This design comes from an exercise in tuning for small area, a short achievable clock period and few clock cycles per item on the open sky130 flow, not from production work. At most, simulation tests tie the RTL to the original design; equivalence was not proved. The RTL of run 2 was laid out without a check of its function.

==> flow/design.v, too long to show whole: its modules and the start of the top module <==
// module vedic_booth_enc: 138 lines
// module vedic_pp_tree: 4175 lines
// module vedic_sum: 1858 lines
// module vedic_mult_seq: 112 lines
module vedic_mult_seq
#(
  parameter int WIDTH = 64,
  parameter int DIGIT = 16
) (
  input  logic               clk,
  input  logic               rst_n,
  input  logic               in_valid_i,
  output logic               in_ready_o,
  input  logic [WIDTH-1:0]   a_i,
  input  logic [WIDTH-1:0]   b_i,
  input  logic               abort_i,
  output logic               busy_o,
  output logic               out_valid_o,
  input  logic               out_ready_i,
  output logic [2*WIDTH-1:0] p_o
);
  // ...
==> flow/flow/run.sh <==
#!/bin/bash
# The standard layout with these changes:
# - synthesis skips the generic ABC pass inside Yosys's synth (SYNTH_ARGS=-noabc), so that the
#   full adders of the multiplier tree are extracted without inverters between them; registers
#   and everything else in the synthesis stay as standard.sh makes them;
# - every port still gets its own buffer, but a plain buf_4 rather than the delay cell that
#   buffer_ports picks by default;
# - timing repair is asked to leave 7.6 ns of setup slack at the 12 ns clock, so that
#   repair_timing works on the real critical paths.
set -euo pipefail
export SYNTH_ARGS=-noabc
export BUFFER_PORTS_ARGS="-buffer_cell sky130_fd_sc_hd__buf_4"
export SETUP_SLACK_MARGIN=7.6
bash standard.sh > standard_flow.log 2>&1
==> flow/standard.sh <==
#!/bin/bash
# synth_recipe.tcl (not shown) runs the flow's synth.tcl, then flattens the netlist and writes it again
# the make line also repeats each setting of config.mk as NAME=value (left out here)
make -C /OpenROAD-flow-scripts/flow DESIGN_CONFIG=/design/flow/config.mk WORK_HOME=/design/flow/orfs CLKGATE_MAP_FILE= SYNTH_SCRIPT=/design/flow/synth_recipe.tcl "${@:-finish}"
==> flow/config.mk <==
export PLATFORM = sky130hd
export DESIGN_NAME = vedic_mult_seq
export DESIGN_NICKNAME = vedic_mult_seq
export VERILOG_FILES = /design/flow/design.v
export SDC_FILE = /design/flow/constraint.sdc
export NUM_CORES = 4
export LEC_CHECK = 0
export ABC_AREA = 1
export CAP_MARGIN = 30
export CORE_MARGIN = 2
export CORE_UTILIZATION = 40
export PLACE_DENSITY = 0.55
export SLEW_MARGIN = 30
==> flow/constraint.sdc <==
create_clock -name core_clock -period 12.0 [get_ports {clk}]
set_input_delay 2.4000 -clock core_clock [delete_from_list [all_inputs] [get_ports {clk}]]
set_output_delay 2.4000 -clock core_clock [all_outputs]
set_load 0.01 [all_outputs]
==> flow_summary.json, run 1 <==
{
  "dpl.hpwl_um": 345000,
  "status": "timing/DRC/antenna clean",
  "m1WireLength_um": 201000,
  "synth_commonest_cells": "2117 x xor2_1, 2017 x o22ai_1, 1959 x fa_1",
  "numCtsBuffers": 118,
  "cp-start-kind": "register",
  "biggestCellCategory": "multi-input gates",
  "final-clk-cell-share_pct": 3.16,
  "synth_compound_area_share_pct": 12.0,
  "buffers": 617,
  "clockBufferDepth": 3,
  "n_antenna_cell": 14,
  "synthAdderAreaFrac_pct": 37.2,
  "insertion_delay_ps": 860,
  "fp.dieH_um": 539,
  "fin_area_um2": 130000,
  "cpMaxStageDelayCell": "buf_4",
  "multi_input_area_share_pct": 65.4,
  "finalClockSkew_ps": 82.3,
  "cts-root-buf": "clkbuf_16",
  "ys_ff_latch": 973,
  "worstHoldStart": "q1_q[101]",
  "syn_area_um2": 114000,
  "max_slew_margin_pct": 23.4,
  "bufAreaShareNonClock_pct": 6.16,
  "synth.area.top_cells": "fa_1 34%, xor2_1 16%, edfxtp_1 14%, o22ai_1 11%, dfxtp_1 7.3%",
  "required_ps": 12670,
  "startpoint": "a_q[63]",
  "fmaxAchievable_ghz": 0.222
}
Testbench counts, summed over its fixed seeds: cycles 1,624, items 1,600.
==> module vedic_mult_seq, before the edit <==
module vedic_mult_seq
#(
  parameter int WIDTH = 64,
  parameter int DIGIT = 16
) (
  input  logic               clk,
  input  logic               rst_n,
  input  logic               in_valid_i,
  output logic               in_ready_o,
  input  logic [WIDTH-1:0]   a_i,
  input  logic [WIDTH-1:0]   b_i,
  input  logic               abort_i,
  output logic               busy_o,
  output logic               out_valid_o,
  input  logic               out_ready_i,
  output logic [2*WIDTH-1:0] p_o
);
  localparam int PW = 2 * WIDTH;
  localparam int NC = vedic_pkg::CS_BITS;
  localparam int NR = vedic_pkg::NROW;
  logic adv_q, v0_q, v1_q, e0_q, e1_q, e2_q, busy_q;
  logic advn_q, e0n_q;
  logic adv_d, v0_d, v1_d, e0_d, e1_d, e2_d;
  logic [WIDTH-1:0] a_q;
  logic [NR-1:0]    one_q, two_q, neg_q;
  logic             top_q;
  logic [NC-1:0]    cs_q;
  logic [PW-1:0]    q0_q, q1_q, q2_q;
  logic [NC-1:0]    w_cs;
  logic [PW-1:0]    w_prod;
  logic [NR-1:0]    w_one, w_two, w_neg;
  vedic_booth_enc u_enc (
    .b_i   (b_i),
    .one_o (w_one),
    .two_o (w_two),
    .neg_o (w_neg)
  );
  vedic_pp_tree u_tree (
    .a_i  (a_q),
    .one  (one_q),
    .two  (two_q),
    .neg  (neg_q),
    .top_i(top_q),
    .cs_o (w_cs)
  );
  vedic_sum u_sum (
    .cs_i (cs_q),
    .p_o  (w_prod)
  );
  logic       w_accept, w_pop, w_push;
  logic [1:0] w_cnt;
  assign w_accept = in_valid_i & adv_q;
  assign w_pop    = e0_q & out_ready_i;
  assign w_push   = v1_q;
  always_comb begin
    w_cnt = 2'(e0_q) + 2'(e1_q) + 2'(e2_q) - 2'(w_pop) + 2'(w_push);
    if (abort_i) begin
      v0_d = w_accept;
      v1_d = 1'b0;
      e0_d = 1'b0;
      e1_d = 1'b0;
      e2_d = 1'b0;
    end else begin
      v0_d = adv_q ? in_valid_i : v0_q;
      v1_d = adv_q & v0_q;
      e0_d = (w_cnt != 2'd0);
      e1_d = w_cnt[1];
      e2_d = (w_cnt == 2'd3);
    end
    adv_d = (3'(e0_d) + 3'(e1_d) + 3'(e2_d) + 3'(v1_d) + 3'(v0_d)) <= 3'd3;
  end
  always_ff @(posedge clk or negedge rst_n) begin
    if (!rst_n) begin
      adv_q  <= 1'b1;
      advn_q <= 1'b0;
      e0n_q  <= 1'b1;
      v0_q   <= 1'b0;
      v1_q   <= 1'b0;
      e0_q   <= 1'b0;
      e1_q   <= 1'b0;
      e2_q   <= 1'b0;
      busy_q <= 1'b0;
    end else begin
      adv_q  <= adv_d;
      advn_q <= ~adv_d;
      e0n_q  <= ~e0_d;
      v0_q   <= v0_d;
      v1_q   <= v1_d;
      e0_q   <= e0_d;
      e1_q   <= e1_d;
      e2_q   <= e2_d;
      busy_q <= v0_d | v1_d | e0_d;
    end
  end
  always_ff @(posedge clk) begin
    if (!advn_q) begin
      a_q   <= a_i;
      one_q <= w_one;
      two_q <= w_two;
      neg_q <= w_neg;
      top_q <= b_i[WIDTH-1];
    end
    cs_q <= w_cs;
    if (out_ready_i | e0n_q) q0_q <= e1_q ? q1_q : w_prod;
    if (out_ready_i | ~e1_q) q1_q <= e2_q ? q2_q : w_prod;
    if (out_ready_i | ~e2_q) q2_q <= w_prod;
  end
  assign in_ready_o  = adv_q;
  assign busy_o      = busy_q;   
  assign out_valid_o = e0_q;
  assign p_o         = q0_q;
endmodule
==> run 2: changes to the inputs <==
--- a/flow/design.v
+++ b/flow/design.v
@@ -140,24 +140,31 @@
   assign negx_o[30] = bx[62] ^ one_o[30] ^ two_o[30];
   assign one_o[31] = bx[63] ^ bx[62];
   assign two_o[31] = (bx[64] & ~bx[63] & ~bx[62]) | (~bx[64] & bx[63] & bx[62]);
   assign neg_o[31] = bx[64];
   assign negx_o[31] = bx[64] ^ one_o[31] ^ two_o[31];
 endmodule
 module vedic_pp_tree (
   input  logic [63:0] a_i,
+  input  logic [63:0] an_i,    
   input  logic [31:0] one,
   input  logic [31:0] two,
+  input  logic [31:0] onen,    
+  input  logic [31:0] twon,    
   input  logic [31:0] neg,
+  input  logic [31:0] negx,    
   input  logic          top_i,   
+  input  logic          topn_i,  
   output logic [419:0] cs_o
 );
   logic [65:0] ax;
   assign ax = {1'b0, a_i, 1'b0};
+  logic [65:0] anx;
+  assign anx = {1'b1, an_i, 1'b1};
   logic [64:0] pp0;
   logic [64:0] pp1;
   logic [64:0] pp2;
   logic [64:0] pp3;
   logic [64:0] pp4;
   logic [64:0] pp5;
   logic [64:0] pp6;
   logic [64:0] pp7;
@@ -181,49 +188,82 @@
   logic [64:0] pp25;
   logic [64:0] pp26;
   logic [64:0] pp27;
   logic [64:0] pp28;
   logic [64:0] pp29;
   logic [64:0] pp30;
   logic [64:0] pp31;
   logic [63:0] pl;
-  assign pp0 = (({65{one[0]}} & ax[65:1]) | ({65{two[0]}} & ax[64:0])) ^ {65{neg[0]}};
-  assign pp1 = (({65{one[1]}} & ax[65:1]) | ({65{two[1]}} & ax[64:0])) ^ {65{neg[1]}};
-  assign pp2 = (({65{one[2]}} & ax[65:1]) | ({65{two[2]}} & ax[64:0])) ^ {65{neg[2]}};
-  assign pp3 = (({65{one[3]}} & ax[65:1]) | ({65{two[3]}} & ax[64:0])) ^ {65{neg[3]}};
-  assign pp4 = (({65{one[4]}} & ax[65:1]) | ({65{two[4]}} & ax[64:0])) ^ {65{neg[4]}};
-  assign pp5 = (({65{one[5]}} & ax[65:1]) | ({65{two[5]}} & ax[64:0])) ^ {65{neg[5]}};
-  assign pp6 = (({65{one[6]}} & ax[65:1]) | ({65{two[6]}} & ax[64:0])) ^ {65{neg[6]}};
-  assign pp7 = (({65{one[7]}} & ax[65:1]) | ({65{two[7]}} & ax[64:0])) ^ {65{neg[7]}};
-  assign pp8 = (({65{one[8]}} & ax[65:1]) | ({65{two[8]}} & ax[64:0])) ^ {65{neg[8]}};
-  assign pp9 = (({65{one[9]}} & ax[65:1]) | ({65{two[9]}} & ax[64:0])) ^ {65{neg[9]}};
-  assign pp10 = (({65{one[10]}} & ax[65:1]) | ({65{two[10]}} & ax[64:0])) ^ {65{neg[10]}};
-  assign pp11 = (({65{one[11]}} & ax[65:1]) | ({65{two[11]}} & ax[64:0])) ^ {65{neg[11]}};
-  assign pp12 = (({65{one[12]}} & ax[65:1]) | ({65{two[12]}} & ax[64:0])) ^ {65{neg[12]}};
-  assign pp13 = (({65{one[13]}} & ax[65:1]) | ({65{two[13]}} & ax[64:0])) ^ {65{neg[13]}};
-  assign pp14 = (({65{one[14]}} & ax[65:1]) | ({65{two[14]}} & ax[64:0])) ^ {65{neg[14]}};
-  assign pp15 = (({65{one[15]}} & ax[65:1]) | ({65{two[15]}} & ax[64:0])) ^ {65{neg[15]}};
-  assign pp16 = (({65{one[16]}} & ax[65:1]) | ({65{two[16]}} & ax[64:0])) ^ {65{neg[16]}};
-  assign pp17 = (({65{one[17]}} & ax[65:1]) | ({65{two[17]}} & ax[64:0])) ^ {65{neg[17]}};
-  assign pp18 = (({65{one[18]}} & ax[65:1]) | ({65{two[18]}} & ax[64:0])) ^ {65{neg[18]}};
-  assign pp19 = (({65{one[19]}} & ax[65:1]) | ({65{two[19]}} & ax[64:0])) ^ {65{neg[19]}};
-  assign pp20 = (({65{one[20]}} & ax[65:1]) | ({65{two[20]}} & ax[64:0])) ^ {65{neg[20]}};
-  assign pp21 = (({65{one[21]}} & ax[65:1]) | ({65{two[21]}} & ax[64:0])) ^ {65{neg[21]}};
-  assign pp22 = (({65{one[22]}} & ax[65:1]) | ({65{two[22]}} & ax[64:0])) ^ {65{neg[22]}};
-  assign pp23 = (({65{one[23]}} & ax[65:1]) | ({65{two[23]}} & ax[64:0])) ^ {65{neg[23]}};
-  assign pp24 = (({65{one[24]}} & ax[65:1]) | ({65{two[24]}} & ax[64:0])) ^ {65{neg[24]}};
-  assign pp25 = (({65{one[25]}} & ax[65:1]) | ({65{two[25]}} & ax[64:0])) ^ {65{neg[25]}};
-  assign pp26 = (({65{one[26]}} & ax[65:1]) | ({65{two[26]}} & ax[64:0])) ^ {65{neg[26]}};
-  assign pp27 = (({65{one[27]}} & ax[65:1]) | ({65{two[27]}} & ax[64:0])) ^ {65{neg[27]}};
-  assign pp28 = (({65{one[28]}} & ax[65:1]) | ({65{two[28]}} & ax[64:0])) ^ {65{neg[28]}};
-  assign pp29 = (({65{one[29]}} & ax[65:1]) | ({65{two[29]}} & ax[64:0])) ^ {65{neg[29]}};
-  assign pp30 = (({65{one[30]}} & ax[65:1]) | ({65{two[30]}} & ax[64:0])) ^ {65{neg[30]}};
-  assign pp31 = (({65{one[31]}} & ax[65:1]) | ({65{two[31]}} & ax[64:0])) ^ {65{neg[31]}};
-  assign pl = top_i ? a_i : '0;
+  assign pp0[32:0] = (({33{one[0]}} & ax[33:1]) | ({33{two[0]}} & ax[32:0])) ^ {33{neg[0]}};
+  assign pp0[64:33] = (~({32{onen[0]}} | ax[65:34]) | ~({32{twon[0]}} | ax[64:33])) ^ {32{negx[0]}};
+  assign pp1[32:0] = (({33{one[1]}} & ax[33:1]) | ({33{two[1]}} & ax[32:0])) ^ {33{neg[1]}};
+  assign pp1[64:33] = (~({32{onen[1]}} | ax[65:34]) | ~({32{twon[1]}} | ax[64:33])) ^ {32{negx[1]}};
+  assign pp2[32:0] = (({33{one[2]}} & ax[33:1]) | ({33{two[2]}} & ax[32:0])) ^ {33{neg[2]}};
+  assign pp2[64:33] = (~({32{onen[2]}} | ax[65:34]) | ~({32{twon[2]}} | ax[64:33])) ^ {32{negx[2]}};
+  assign pp3[32:0] = (({33{one[3]}} & ax[33:1]) | ({33{two[3]}} & ax[32:0])) ^ {33{neg[3]}};
+  assign pp3[64:33] = (~({32{onen[3]}} | ax[65:34]) | ~({32{twon[3]}} | ax[64:33])) ^ {32{negx[3]}};
+  assign pp4[32:0] = (({33{one[4]}} & ax[33:1]) | ({33{two[4]}} & ax[32:0])) ^ {33{neg[4]}};
+  assign pp4[64:33] = (~({32{onen[4]}} | ax[65:34]) | ~({32{twon[4]}} | ax[64:33])) ^ {32{negx[4]}};
+  assign pp5[32:0] = (({33{one[5]}} & ax[33:1]) | ({33{two[5]}} & ax[32:0])) ^ {33{neg[5]}};
+  assign pp5[64:33] = (~({32{onen[5]}} | ax[65:34]) | ~({32{twon[5]}} | ax[64:33])) ^ {32{negx[5]}};
+  assign pp6[32:0] = (({33{one[6]}} & ax[33:1]) | ({33{two[6]}} & ax[32:0])) ^ {33{neg[6]}};
+  assign pp6[64:33] = (~({32{onen[6]}} | ax[65:34]) | ~({32{twon[6]}} | ax[64:33])) ^ {32{negx[6]}};
+  assign pp7[32:0] = (({33{one[7]}} & ax[33:1]) | ({33{two[7]}} & ax[32:0])) ^ {33{neg[7]}};
+  assign pp7[64:33] = (~({32{onen[7]}} | ax[65:34]) | ~({32{twon[7]}} | ax[64:33])) ^ {32{negx[7]}};
+  assign pp8[32:0] = (({33{one[8]}} & ax[33:1]) | ({33{two[8]}} & ax[32:0])) ^ {33{neg[8]}};
+  assign pp8[64:33] = (~({32{onen[8]}} | ax[65:34]) | ~({32{twon[8]}} | ax[64:33])) ^ {32{negx[8]}};
+  assign pp9[32:0] = (({33{one[9]}} & ax[33:1]) | ({33{two[9]}} & ax[32:0])) ^ {33{neg[9]}};
+  assign pp9[64:33] = (~({32{onen[9]}} | ax[65:34]) | ~({32{twon[9]}} | ax[64:33])) ^ {32{negx[9]}};
+  assign pp10[32:0] = (({33{one[10]}} & ax[33:1]) | ({33{two[10]}} & ax[32:0])) ^ {33{neg[10]}};
+  assign pp10[64:33] = (~({32{onen[10]}} | ax[65:34]) | ~({32{twon[10]}} | ax[64:33])) ^ {32{negx[10]}};
+  assign pp11[32:0] = (({33{one[11]}} & ax[33:1]) | ({33{two[11]}} & ax[32:0])) ^ {33{neg[11]}};
+  assign pp11[64:33] = (~({32{onen[11]}} | ax[65:34]) | ~({32{twon[11]}} | ax[64:33])) ^ {32{negx[11]}};
+  assign pp12[32:0] = (({33{one[12]}} & ax[33:1]) | ({33{two[12]}} & ax[32:0])) ^ {33{neg[12]}};
+  assign pp12[64:33] = (~({32{onen[12]}} | ax[65:34]) | ~({32{twon[12]}} | ax[64:33])) ^ {32{negx[12]}};
+  assign pp13[32:0] = (({33{one[13]}} & ax[33:1]) | ({33{two[13]}} & ax[32:0])) ^ {33{neg[13]}};
+  assign pp13[64:33] = (~({32{onen[13]}} | ax[65:34]) | ~({32{twon[13]}} | ax[64:33])) ^ {32{negx[13]}};
+  assign pp14[32:0] = (({33{one[14]}} & ax[33:1]) | ({33{two[14]}} & ax[32:0])) ^ {33{neg[14]}};
+  assign pp14[64:33] = (~({32{onen[14]}} | ax[65:34]) | ~({32{twon[14]}} | ax[64:33])) ^ {32{negx[14]}};
+  assign pp15[32:0] = (({33{one[15]}} & ax[33:1]) | ({33{two[15]}} & ax[32:0])) ^ {33{neg[15]}};
+  assign pp15[64:33] = (~({32{onen[15]}} | ax[65:34]) | ~({32{twon[15]}} | ax[64:33])) ^ {32{negx[15]}};
+  assign pp16[32:0] = (({33{one[16]}} & anx[33:1]) | ({33{two[16]}} & anx[32:0])) ^ {33{negx[16]}};
+  assign pp16[64:33] = (~({32{onen[16]}} | anx[65:34]) | ~({32{twon[16]}} | anx[64:33])) ^ {32{neg[16]}};
+  assign pp17[32:0] = (({33{one[17]}} & anx[33:1]) | ({33{two[17]}} & anx[32:0])) ^ {33{negx[17]}};
+  assign pp17[64:33] = (~({32{onen[17]}} | anx[65:34]) | ~({32{twon[17]}} | anx[64:33])) ^ {32{neg[17]}};
+  assign pp18[32:0] = (({33{one[18]}} & anx[33:1]) | ({33{two[18]}} & anx[32:0])) ^ {33{negx[18]}};
+  assign pp18[64:33] = (~({32{onen[18]}} | anx[65:34]) | ~({32{twon[18]}} | anx[64:33])) ^ {32{neg[18]}};
+  assign pp19[32:0] = (({33{one[19]}} & anx[33:1]) | ({33{two[19]}} & anx[32:0])) ^ {33{negx[19]}};
+  assign pp19[64:33] = (~({32{onen[19]}} | anx[65:34]) | ~({32{twon[19]}} | anx[64:33])) ^ {32{neg[19]}};
+  assign pp20[32:0] = (({33{one[20]}} & anx[33:1]) | ({33{two[20]}} & anx[32:0])) ^ {33{negx[20]}};
+  assign pp20[64:33] = (~({32{onen[20]}} | anx[65:34]) | ~({32{twon[20]}} | anx[64:33])) ^ {32{neg[20]}};
+  assign pp21[32:0] = (({33{one[21]}} & anx[33:1]) | ({33{two[21]}} & anx[32:0])) ^ {33{negx[21]}};
+  assign pp21[64:33] = (~({32{onen[21]}} | anx[65:34]) | ~({32{twon[21]}} | anx[64:33])) ^ {32{neg[21]}};
+  assign pp22[32:0] = (({33{one[22]}} & anx[33:1]) | ({33{two[22]}} & anx[32:0])) ^ {33{negx[22]}};
+  assign pp22[64:33] = (~({32{onen[22]}} | anx[65:34]) | ~({32{twon[22]}} | anx[64:33])) ^ {32{neg[22]}};
+  assign pp23[32:0] = (({33{one[23]}} & anx[33:1]) | ({33{two[23]}} & anx[32:0])) ^ {33{negx[23]}};
+  assign pp23[64:33] = (~({32{onen[23]}} | anx[65:34]) | ~({32{twon[23]}} | anx[64:33])) ^ {32{neg[23]}};
+  assign pp24[32:0] = (({33{one[24]}} & anx[33:1]) | ({33{two[24]}} & anx[32:0])) ^ {33{negx[24]}};
+  assign pp24[64:33] = (~({32{onen[24]}} | anx[65:34]) | ~({32{twon[24]}} | anx[64:33])) ^ {32{neg[24]}};
+  assign pp25[32:0] = (({33{one[25]}} & anx[33:1]) | ({33{two[25]}} & anx[32:0])) ^ {33{negx[25]}};
+  assign pp25[64:33] = (~({32{onen[25]}} | anx[65:34]) | ~({32{twon[25]}} | anx[64:33])) ^ {32{neg[25]}};
+  assign pp26[32:0] = (({33{one[26]}} & anx[33:1]) | ({33{two[26]}} & anx[32:0])) ^ {33{negx[26]}};
+  assign pp26[64:33] = (~({32{onen[26]}} | anx[65:34]) | ~({32{twon[26]}} | anx[64:33])) ^ {32{neg[26]}};
+  assign pp27[32:0] = (({33{one[27]}} & anx[33:1]) | ({33{two[27]}} & anx[32:0])) ^ {33{negx[27]}};
+  assign pp27[64:33] = (~({32{onen[27]}} | anx[65:34]) | ~({32{twon[27]}} | anx[64:33])) ^ {32{neg[27]}};
+  assign pp28[32:0] = (({33{one[28]}} & anx[33:1]) | ({33{two[28]}} & anx[32:0])) ^ {33{negx[28]}};
+  assign pp28[64:33] = (~({32{onen[28]}} | anx[65:34]) | ~({32{twon[28]}} | anx[64:33])) ^ {32{neg[28]}};
+  assign pp29[32:0] = (({33{one[29]}} & anx[33:1]) | ({33{two[29]}} & anx[32:0])) ^ {33{negx[29]}};
+  assign pp29[64:33] = (~({32{onen[29]}} | anx[65:34]) | ~({32{twon[29]}} | anx[64:33])) ^ {32{neg[29]}};
+  assign pp30[32:0] = (({33{one[30]}} & anx[33:1]) | ({33{two[30]}} & anx[32:0])) ^ {33{negx[30]}};
+  assign pp30[64:33] = (~({32{onen[30]}} | anx[65:34]) | ~({32{twon[30]}} | anx[64:33])) ^ {32{neg[30]}};
+  assign pp31[32:0] = (({33{one[31]}} & anx[33:1]) | ({33{two[31]}} & anx[32:0])) ^ {33{negx[31]}};
+  assign pp31[64:33] = (~({32{onen[31]}} | anx[65:34]) | ~({32{twon[31]}} | anx[64:33])) ^ {32{neg[31]}};
+  assign pl[31:0] = {32{top_i}} & a_i[31:0];
+  assign pl[63:32] = ~({32{topn_i}} | an_i[63:32]);
   logic xs1, xc2;
   assign {xc2, xs1} = {neg[1]} + {pp0[2]};
   logic xs3, xc4;
   assign {xc4, xs3} = {pp0[3]} + {pp1[1]};
   logic xs5, xc6;
   assign {xc6, xs5} = {neg[2]} + {pp0[4]} + {pp1[2]};
   logic xs7, xc8;
   assign {xc8, xs7} = {pp2[0]} + {xc4};
@@ -6196,36 +6236,42 @@
   output logic [2*WIDTH-1:0] p_o
 );
   localparam int PW = 2 * WIDTH;
   localparam int NC = vedic_pkg::CS_BITS;
   localparam int NR = vedic_pkg::NROW;
   logic adv_q, v0_q, v1_q, e0_q, e1_q, e2_q, busy_q;
   logic advn_q, e0n_q;
   logic adv_d, v0_d, v1_d, e0_d, e1_d, e2_d;
-  logic [WIDTH-1:0] a_q;
-  logic [NR-1:0]    one_q, two_q, neg_q;
-  logic             top_q;
+  logic [WIDTH-1:0] a_q, an_q;
+  logic [NR-1:0]    one_q, two_q, onen_q, twon_q, neg_q, negx_q;
+  logic             top_q, topn_q;
   logic [NC-1:0]    cs_q;
   logic [PW-1:0]    q0_q, q1_q, q2_q;
   logic [NC-1:0]    w_cs;
   logic [PW-1:0]    w_prod;
-  logic [NR-1:0]    w_one, w_two, w_neg;
+  logic [NR-1:0]    w_one, w_two, w_neg, w_negx;
   vedic_booth_enc u_enc (
     .b_i   (b_i),
     .one_o (w_one),
     .two_o (w_two),
-    .neg_o (w_neg)
+    .neg_o (w_neg),
+    .negx_o(w_negx)
   );
   vedic_pp_tree u_tree (
-    .a_i  (a_q),
-    .one  (one_q),
-    .two  (two_q),
-    .neg  (neg_q),
-    .top_i(top_q),
+    .a_i   (a_q),
+    .an_i  (an_q),
+    .one   (one_q),
+    .two   (two_q),
+    .onen  (onen_q),
+    .twon  (twon_q),
+    .neg   (neg_q),
+    .negx  (negx_q),
+    .top_i (top_q),
+    .topn_i(topn_q),
     .cs_o (w_cs)
   );
   vedic_sum u_sum (
     .cs_i (cs_q),
     .p_o  (w_prod)
   );
   logic       w_accept, w_pop, w_push;
   logic [1:0] w_cnt;
@@ -6269,21 +6315,26 @@
       e0_q   <= e0_d;
       e1_q   <= e1_d;
       e2_q   <= e2_d;
       busy_q <= v0_d | v1_d | e0_d;
     end
   end
   always_ff @(posedge clk) begin
     if (!advn_q) begin
-      a_q   <= a_i;
-      one_q <= w_one;
-      two_q <= w_two;
-      neg_q <= w_neg;
-      top_q <= b_i[WIDTH-1];
+      a_q    <= a_i;
+      an_q   <= ~a_i;
+      one_q  <= w_one;
+      two_q  <= w_two;
+      onen_q <= ~w_one;
+      twon_q <= ~w_two;
+      neg_q  <= w_neg;
+      negx_q <= w_negx;
+      top_q  <= b_i[WIDTH-1];
+      topn_q <= ~b_i[WIDTH-1];
     end
     cs_q <= w_cs;
     if (out_ready_i | e0n_q) q0_q <= e1_q ? q1_q : w_prod;
     if (out_ready_i | ~e1_q) q1_q <= e2_q ? q2_q : w_prod;
     if (out_ready_i | ~e2_q) q2_q <= w_prod;
   end
   assign in_ready_o  = adv_q;
   assign busy_o      = busy_q;   
==> flow/flow/run.sh (replaced) <==
#!/bin/bash
# The standard layout with these changes:
# - synthesis skips the generic ABC pass inside Yosys's synth (SYNTH_ARGS=-noabc), so that the
#   full adders of the multiplier tree are extracted without inverters between them; registers
#   and everything else in the synthesis stay as standard.sh makes them;
# - every port still gets its own buffer, but a plain buf_4 rather than the delay cell that
#   buffer_ports picks by default;
# - timing repair is asked to leave 7.8 ns of setup slack at the 12 ns clock, so that
#   repair_timing works on the real critical paths.
set -euo pipefail
export SYNTH_ARGS=-noabc
export BUFFER_PORTS_ARGS="-buffer_cell sky130_fd_sc_hd__buf_4"
export SETUP_SLACK_MARGIN=7.8
bash standard.sh > standard_flow.log 2>&1
==> flow/config.mk (replaced) <==
export PLATFORM = sky130hd
export DESIGN_NAME = vedic_mult_seq
export DESIGN_NICKNAME = vedic_mult_seq
export VERILOG_FILES = /design/flow/design.v
export SDC_FILE = /design/flow/constraint.sdc
export NUM_CORES = 4
export LEC_CHECK = 0
export ABC_AREA = 1
export CAP_MARGIN = 30
export CORE_MARGIN = 2
export CORE_UTILIZATION = 35
export PLACE_DENSITY = 0.45
export SLEW_MARGIN = 30
==> flow_summary.json, run 2 <==
{
  "regMostFlops": "cs_q",
  "numCtsBuffers": 156,
  "clk_pin_slew_ps": 60,
  "clockBufferDepth": 4,
  "synth.area.top_cells": "fa_1 33%, edfxtp_1 17%, xor2_1 15%, o22ai_1 10%, dfxtp_1 7.0%",
  "yosysMostFrequentCell": "xor2_1",
  "rows": 215,
  "rsz0062_at_grt": "yes",
  "ys.flop_type": "edfxtp_1",
  "drt_wl_total_um": 637000,
  "synth-simple-area-share_pct": 6.78,
  "worstHoldStart": "q1_q[101]",
  "syn_area_um2": 121000,
  "hold_depth": 2,
  "grt_max_degree": 78,
  "drc_errors": 0,
  "synth_mux_area_share_pct": 0,
  "synth_xor_area_share_pct": 15.4,
  "maxSlewViolCount": 0,
  "antenna_found_initial": 38,
  "io_pins": 264,
  "crit_chain": "clkbuf_8 > o22ai_1 > xor2_1 > fa_1 > fa_1 > fa_1 > fa_1 > fa_2",
  "avgSynthCellArea_um2": 10.4,
  "fin_area_um2": 138000,
  "cts_max_level": 4,
  "holdWs_ps": 510,
  "synth_commonest_cells": "2083 x xor2_1, 2017 x o22ai_1, 1990 x fa_1",
  "viasPerCell": 6.39,
  "ctsHoldBuffers": 0,
  "path_class": "register to register",
  "setup_viol": 0,
  "synth_top_family_by_area": "adder cells",
  "required_ps": 12710,
  "vias": 102000,
  "cp_common_cell": "fa_1",
  "layout_commonest_cell": "xor2_1",
  "reg2reg_slack_ps": 7640,
  "cts_sinks": 1134,
  "portBuffers": 263,
  "yosysTopAreaCell": "fa_1",
  "r2r-start": "onen_q[12]",
  "maxCapViolCount": 0,
  "synth_cell_type_count": 47,
  "ff2ff_path_depth": 8,
  "ys_ff_latch": 1134,
  "netlist.area_leader.share_pct": 32.9,
  "cts-root-buf": "clkbuf_16",
  "min_period_ps": 4360,
  "start_util_pct": 35.2,
  "wire_per_inst_um": 39.7,
  "drtIter0Drc": 14900,
  "cpMaxStageDelayCell": "fa_1",
  "synth_fp_nets": 14000,
  "synth-edff-count": 705,
  "cp-start-kind": "register",
  "insertion_delay_ps": 910,
  "finalSetupTns_ps": 0,
  "fmaxAchievable_ghz": 0.229,
  "max_slew_margin_pct": 21.1,
  "worst_slack_ps": 7640,
  "synthCells": 11600,
  "largest_register_ffs": 420,
  "min_to": "q0_q[101]",
  "status": "timing/DRC/antenna clean",
  "synthAdderAreaFrac_pct": 35.7,
  "ys_seq_area_share_pct": 24.6,
  "gp_congestion": 1.01,
  "worstMarginPinSlew_ps": 1180,
  "fp.dieH_um": 592,
  "r2r_end": "cs_q[242]",
  "slowest_delay_ps": 690,
  "final_cell_mix": "2071 x xor2_1, 2014 x o22ai_1, 1931 x fa_1, 1087 x nand2_1, 705 x edfxtp_1",
  "grt_pass1_wl_um": 860000,
  "dieArea_um2": 350000,
  "final_util_pct": 40.1,
  "dpl.hpwl_um": 394000,
  "synthArstFlopShare_pct": 0.794,
  "grt_usage_pct": 35.3,
  "ys_warn_count": 1,
  "hold_viol": 0,
  "die_w_um": 592,
  "endpoint_kind": "register",
  "grt_pass1_vias": 104000,
  "gr-total-overflow": 0,
  "arrival_ps": 5070,
  "fp.coreArea_um2": 344000,
  "post-place-ws_ps": 6770,
  "hold_path.class": "register to register",
  "dr.pass1.iters": 10,
  "placed_cell_area_um2": 127000,
  "crit_fanout": 32,
  "drtAntennaViolNets": 0,
  "synth_compound_area_share_pct": 11.6,
  "finalClockSkew_ps": 63.8,
  "area_delta_synth_final_pct": 13.9,
  "drive_gt1_share_pct": 14.2,
  "min_period_over_period_pct": 36.3,
  "nNetsFinal": 13700,
  "cts_tree": "done"
}
## run 2: kinds of logic (layout without fill, tap and decap cells)
logic type               count (synthesis)  in the layout
AO/OA/AOI/OAI                         2284           2284
adder cells (fa/ha/maj)               2260           2260
XOR/XNOR                              2125           2125
AND/OR/NAND/NOR                       1938           1944
buffers and inverters                 1870           1704
flip-flops                            1134           1134
other                                    0             26
## run 2: worst max-delay path: cells and delay by family (launching register included)
kind	cells	cell delay, ps
compound gates	1	380
xor+xnor	1	220
fa+ha+maj	5	2740
buf+inv	1	270
flops	1	370
## run 2: layer usage
| layer | global-route usage, % | wire, µm | up-vias |
|---|---|---|---|
| met1 | 44.8 | 240000 | 51600 |
| met5 | 0.541 | 360 | - |
| met3 | 16.3 | 95900 | 2674 |
| met2 | 48.2 | 251000 | 9547 |
| met4 | 22.3 | 50400 | 32 |
| li1 | - | - | 38500 |
## run 2: worst max-delay path by stage
stage | endpoint | depth (start not counted) | slack, ps | startpoint
5_1_grt | q1_q[123] | 18 | 7660 | cs_q[213]
3_5_place_dp | q0_q[121] | 19 | 6770 | cs_q[201]
3_3_place_gp | q0_q[111] | 20 | 6770 | cs_q[201]
2_1_floorplan | a_q[0] | 1 | 6460 | advn_q
6_report | cs_q[242] | 8 | 7640 | onen_q[12]
4_1_cts | cs_q[277] | 9 | 7700 | neg_q[31]
## run 2: metrics by stage
stage	instances
final	16000
after CTS	15900
after floorplan	11600
after global placement	15600
after global routing	16000
after detailed placement	15600
## run 2: timing repair
action | 4_1_cts | 5_1_grt
setup buffers | 42 | 52
cloned | 7 | 12
endpoints found under the setup margin | 455 | 342
resized for setup | 444 | 634
pin swaps | 23 | 156
## run 2: layout make-up
type                    count  area [µm²]
well taps                4557        5700
multi-input cells        8613       86900
repair buffers            687        7220
diodes                     26        65.1
inverters                 733        3030
fillers                 32900      206000
clock buffers             190        4130
clock inverters            94         938
flip-flops and latches   1134       29800

[separate check: timing with driven ports]
The flow's constraints put no driver on any port. The routed layouts listed below were extracted and timed again, unchanged, in two steps.
Step 1 (the two cells are an assumption about what drives the block):
set clk [get_ports {clk}]
set_driving_cell -lib_cell sky130_fd_sc_hd__clkbuf_16 $clk
set_driving_cell -lib_cell sky130_fd_sc_hd__buf_2 [delete_from_list [all_inputs] $clk]
Step 2 adds t to the input delays and takes it off the output delays; t is the mean of the earliest and latest rising clock arrival at the registers after step 1. Input paths then give back, and output paths get back, about the clock's delay inside the block.
a / b / c = ideal / step 1 / step 2; a / b = the first two.
| run | shift t [ns] | setup WS [ns] | worst hold slack (ns) | clock arrival spread, ns | pins driven straight from the clock port |
|---|---|---|---|---|---|
| run 1 | 0.920 | 7.505 / 7.505 / 6.862 | 0.502 / 0.502 / 0.502 | 0.083 / 0.083 | 1 |
| run 2 | 0.993 | 7.638 / 7.638 / 6.994 | 0.510 / 0.510 / 0.510 | 0.064 / 0.063 | 1 |
After both steps setup and hold are still met in every run listed. For run 2, which loses most, drivers alone change the setup slack by 0.000 ns; drivers and shift together by -0.644 ns.
